This design comes from an exercise in tuning for small area on the open sky130 flow, not from production work.
Where RTL was checked, it was by simulation tests only, not by an equivalence proof against the original.
Power figures rest on the tool's default switching activity, not on a simulated workload.

north:
==> flow/design.v (excerpt) <==
module load_store_traffic_generator (
  input  logic        clk,
  input  logic        rst_n,
  input  logic        in_tvalid,
  output logic        in_tready,
  input  logic [7:0]  in_tdata,
  output logic        out_tvalid,
  input  logic        out_tready,
  output logic [71:0] out_tdata,
  input  logic        cfg_valid,
  output logic        cfg_ready,
  input  logic [2:0]  cfg_index,
  input  logic [63:0] cfg_data
);
For scale: roughly 730 cells after synthesis, about 250 flip-flops, ~9700 um2 of cells after synthesis.
Settings: LEC_CHECK=0, CAP_MARGIN=20, CORE_MARGIN=2, CORE_UTILIZATION=70, PLACE_DENSITY=0.8, SLEW_MARGIN=20; clock period 10.0 ns.
standard.sh (not shown) runs the stock make flow with config.mk's settings and CLKGATE_MAP_FILE= SYNTH_SCRIPT=/design/flow/synth_recipe.tcl, a recipe that flattens the netlist after the stock synthesis.
==> flow/flow/run.sh <==
#!/bin/bash
# Standard layout, with the port buffers made of the smallest buffer cell and a lean clock tree.
set -euo pipefail
export BUFFER_PORTS_ARGS="-buffer_cell sky130_fd_sc_hd__buf_1"
export CTS_ARGS="-sink_clustering_enable -repair_clock_nets -buf_list sky130_fd_sc_hd__clkbuf_8 -sink_clustering_size 16 -sink_clustering_max_diameter 60 -dont_use_dummy_load"
bash standard.sh > standard_flow.log 2>&1
[inputs] south vs north
==> flow/flow/run.sh <==
#!/bin/bash
# Standard layout, with the port buffers made of the smallest buffer cell and a lean clock tree.
set -euo pipefail
export BUFFER_PORTS_ARGS="-buffer_cell sky130_fd_sc_hd__buf_1"
export CTS_ARGS="-sink_clustering_enable -repair_clock_nets -buf_list sky130_fd_sc_hd__clkbuf_4 -sink_clustering_size 10 -sink_clustering_max_diameter 50 -dont_use_dummy_load"
bash standard.sh > standard_flow.log 2>&1
## What came out
Relative to north, the via count normalized by instance count measured on south has increased slightly.
In the final reports, the cell area of south is smaller than that of north.
In summary, south completed successfully, with a layout that passed the timing, design-rule and antenna checks.
Leftover overflow at the end of global routing came out exactly the same in north and south.
Worst-case register-to-register setup slack on south is up relative to north.
south does better than north on internal power.
Combinational share of power delta (south -> north): insignificant

* * *

Another version of the RTL of load_store_traffic_generator (not shown whole).
For scale: ~250 flip-flops, ~160 I/O pins, roughly 0.0096 mm^2 of cells after synthesis.
export LEC_CHECK = 0
export CAP_MARGIN = 20
export CORE_MARGIN = 2
export CORE_UTILIZATION = 70
export PLACE_DENSITY = 0.8
export SLEW_MARGIN = 20
create_clock -name core_clock -period 10.0 [get_ports {clk}]
==> flow/flow/run.sh <==
#!/bin/bash
# Standard layout, with the port buffers made of the smallest buffer cell and a lean clock tree.
set -euo pipefail
export BUFFER_PORTS_ARGS="-buffer_cell sky130_fd_sc_hd__buf_1"
export CTS_ARGS="-sink_clustering_enable -repair_clock_nets -buf_list sky130_fd_sc_hd__clkbuf_16 -sink_clustering_size 30 -sink_clustering_max_diameter 80 -dont_use_dummy_load"
bash standard.sh > standard_flow.log 2>&1
The first run passed the timing, design-rule and antenna checks.
Change:
==> flow/flow/run.sh (replaced) <==
#!/bin/bash
# Standard layout, with the port buffers made of the smallest buffer cell and a lean clock tree.
set -euo pipefail
export BUFFER_PORTS_ARGS="-buffer_cell sky130_fd_sc_hd__buf_1"
export CTS_ARGS="-sink_clustering_enable -repair_clock_nets -buf_list sky130_fd_sc_hd__clkbuf_8 -sink_clustering_size 16 -sink_clustering_max_diameter 60 -dont_use_dummy_load"
bash standard.sh > standard_flow.log 2>&1
What happened:
- clock power is lower by 6.4%
- combinational power stays flat
- cell area hardly moves
- clock skew is lower by 3.8 ps
- global-route usage is higher by 0.21 points
- sequential power barely changes
- wire length barely changes
- via count is higher by 0.95%
- sequential cell count stays the same
- synthesized area does not change
- first-iteration DRC count is lower by 18%

* * *

run A:
Another version of the RTL of load_store_traffic_generator (not shown whole).
Size: roughly 250 flip-flops, ~160 I/O pins, ~9600 um^2 of cells after synthesis.
export LEC_CHECK = 0
export CAP_MARGIN = 0
export CORE_MARGIN = 2
export CORE_UTILIZATION = 85
export PLACE_DENSITY = 0.9
export SLEW_MARGIN = 0
create_clock -name core_clock -period 10.0 [get_ports {clk}]
==> flow/flow/run.sh <==
#!/bin/bash
# Standard layout, with the port buffers made of the smallest buffer cell and a lean clock tree.
set -euo pipefail
export BUFFER_PORTS_ARGS="-buffer_cell sky130_fd_sc_hd__buf_1"
export CTS_ARGS="-sink_clustering_enable -repair_clock_nets -buf_list sky130_fd_sc_hd__clkbuf_8 -sink_clustering_size 16 -sink_clustering_max_diameter 60 -dont_use_dummy_load"
bash standard.sh > standard_flow.log 2>&1
diff inputs: run A => run B
- SLEW_MARGIN changed from 0 to 20
- PLACE_DENSITY changed from 0.9 to 0.8
- CORE_UTILIZATION changed from 85 to 70
- CAP_MARGIN changed from 0 to 20
[summary]
- Compared with run A, run B shows a global routing usage summed across all routing layers that is 18 points lower.
- Compared with run A, run B shows total power of the final layout that has gone down by a few percent.
- Compared run B vs run A, and setup slack after layout is up in run B.
- Higher fraction of final layout cells with drive strength greater than 1 among run B and run A: run B
- Higher fraction of power consumed by combinational cells goes to run A over run B.
- Per the comparison of run B with run A, count of unique library cells instantiated by Yosys did not really move; total instance count after detailed placement +36; wire length down about 30%; total met2 wirelength after detailed routing fell 28%.
- The final worst-path cycle share in run B was lower than what run A gave.
- Cmp run B and run A / via count normalized by instance count / higher: run A

* * *

Another version of the RTL of load_store_traffic_generator (not shown whole).
For scale: ~810 cells after synthesis, roughly 10,000 um2 of cells after synthesis.
export LEC_CHECK = 0
export CAP_MARGIN = 20
export CORE_MARGIN = 2
export CORE_UTILIZATION = 70
export CTS_BUF_LIST = sky130_fd_sc_hd__clkbuf_4
export PLACE_DENSITY = 0.8
export SLEW_MARGIN = 20
create_clock -name core_clock -period 10.0 [get_ports {clk}]
==> flow/flow/run.sh <==
#!/bin/bash
# Standard layout, with the port buffers made of the smallest buffer cell.
set -euo pipefail
export BUFFER_PORTS_ARGS="-buffer_cell sky130_fd_sc_hd__buf_1"
bash standard.sh > standard_flow.log 2>&1
==> next run, changes <==
==> flow/run.sh (new file) <==
#!/bin/bash
# synth_recipe.tcl (not shown) runs the flow's synth.tcl, then flattens the netlist and writes it again
# the make line also repeats each setting of config.mk as NAME=value (left out here)
make -C /OpenROAD-flow-scripts/flow DESIGN_CONFIG=/design/flow/config.mk WORK_HOME=/design/flow/orfs CLKGATE_MAP_FILE= SYNTH_SCRIPT=/design/flow/synth_recipe.tcl finish
removed: flow/flow/run.sh
removed: flow/standard.sh
Hold slack gets worse by 4.9 ps.
Wire length is higher by 11%.
Power is higher by 1.2%.
Sequential cell count stays the same.
Critical path depth stays the same.
Synthesized cell count stays the same.
Combinational power is higher by about 20%.
Cell count hardly moves.
No functional check of the RTL was part of any run of this note.

port drivers added, routing unchanged:
Ports are ideal in the flow. The routed layouts listed here were re-timed in OpenROAD.
Step 1 (the two cells are an assumption about what drives the block):
set clk [get_ports {clk}]
set_driving_cell -lib_cell sky130_fd_sc_hd__clkbuf_16 $clk
set_driving_cell -lib_cell sky130_fd_sc_hd__buf_2 [delete_from_list [all_inputs] $clk]
Step 2 moves the port delays by t, midway between the first and last clock arrival at a register: inputs arrive t later, outputs are due t later. That takes back most of the time a late clock gives input paths.
a / b / c = no drivers / after step 1 / after step 2; a / b = the first two.
| run | t (ns) | setup slack, ns | hold WS [ns] | latest minus earliest clock arrival (ns) |
|---|---|---|---|---|
| north | 0.549 | 4.781 / 4.750 / 4.750 | 0.311 / 0.311 / 0.311 | 0.036 / 0.035 |
| south | 0.691 | 4.811 / 4.779 / 4.779 | 0.312 / 0.312 / 0.312 | 0.068 / 0.069 |
| the first run of note 2 | 0.487 | 4.879 / 4.847 / 4.847 | 0.319 / 0.319 / 0.319 | 0.053 / 0.052 |
| the second run of note 2 | 0.531 | 4.876 / 4.844 / 4.844 | 0.320 / 0.320 / 0.320 | 0.051 / 0.052 |
| run A | 0.551 | 4.555 / 4.514 / 4.514 | 0.328 / 0.328 / 0.328 | 0.026 / 0.025 |
| run B | 0.540 | 4.764 / 4.742 / 4.742 | 0.325 / 0.325 / 0.325 | 0.025 / 0.025 |
| the first run of note 4 | 0.714 | 4.316 / 4.290 / 4.290 | 0.319 / 0.319 / 0.319 | 0.030 / 0.031 |
| the second run of note 4 | 0.703 | 3.480 / 3.445 / 3.445 | 0.315 / 0.315 / 0.315 | 0.041 / 0.041 |
After both steps setup and hold are still met in every run listed. For run A, which loses most, drivers alone change the setup slack by -0.041 ns; drivers and shift together by -0.041 ns.
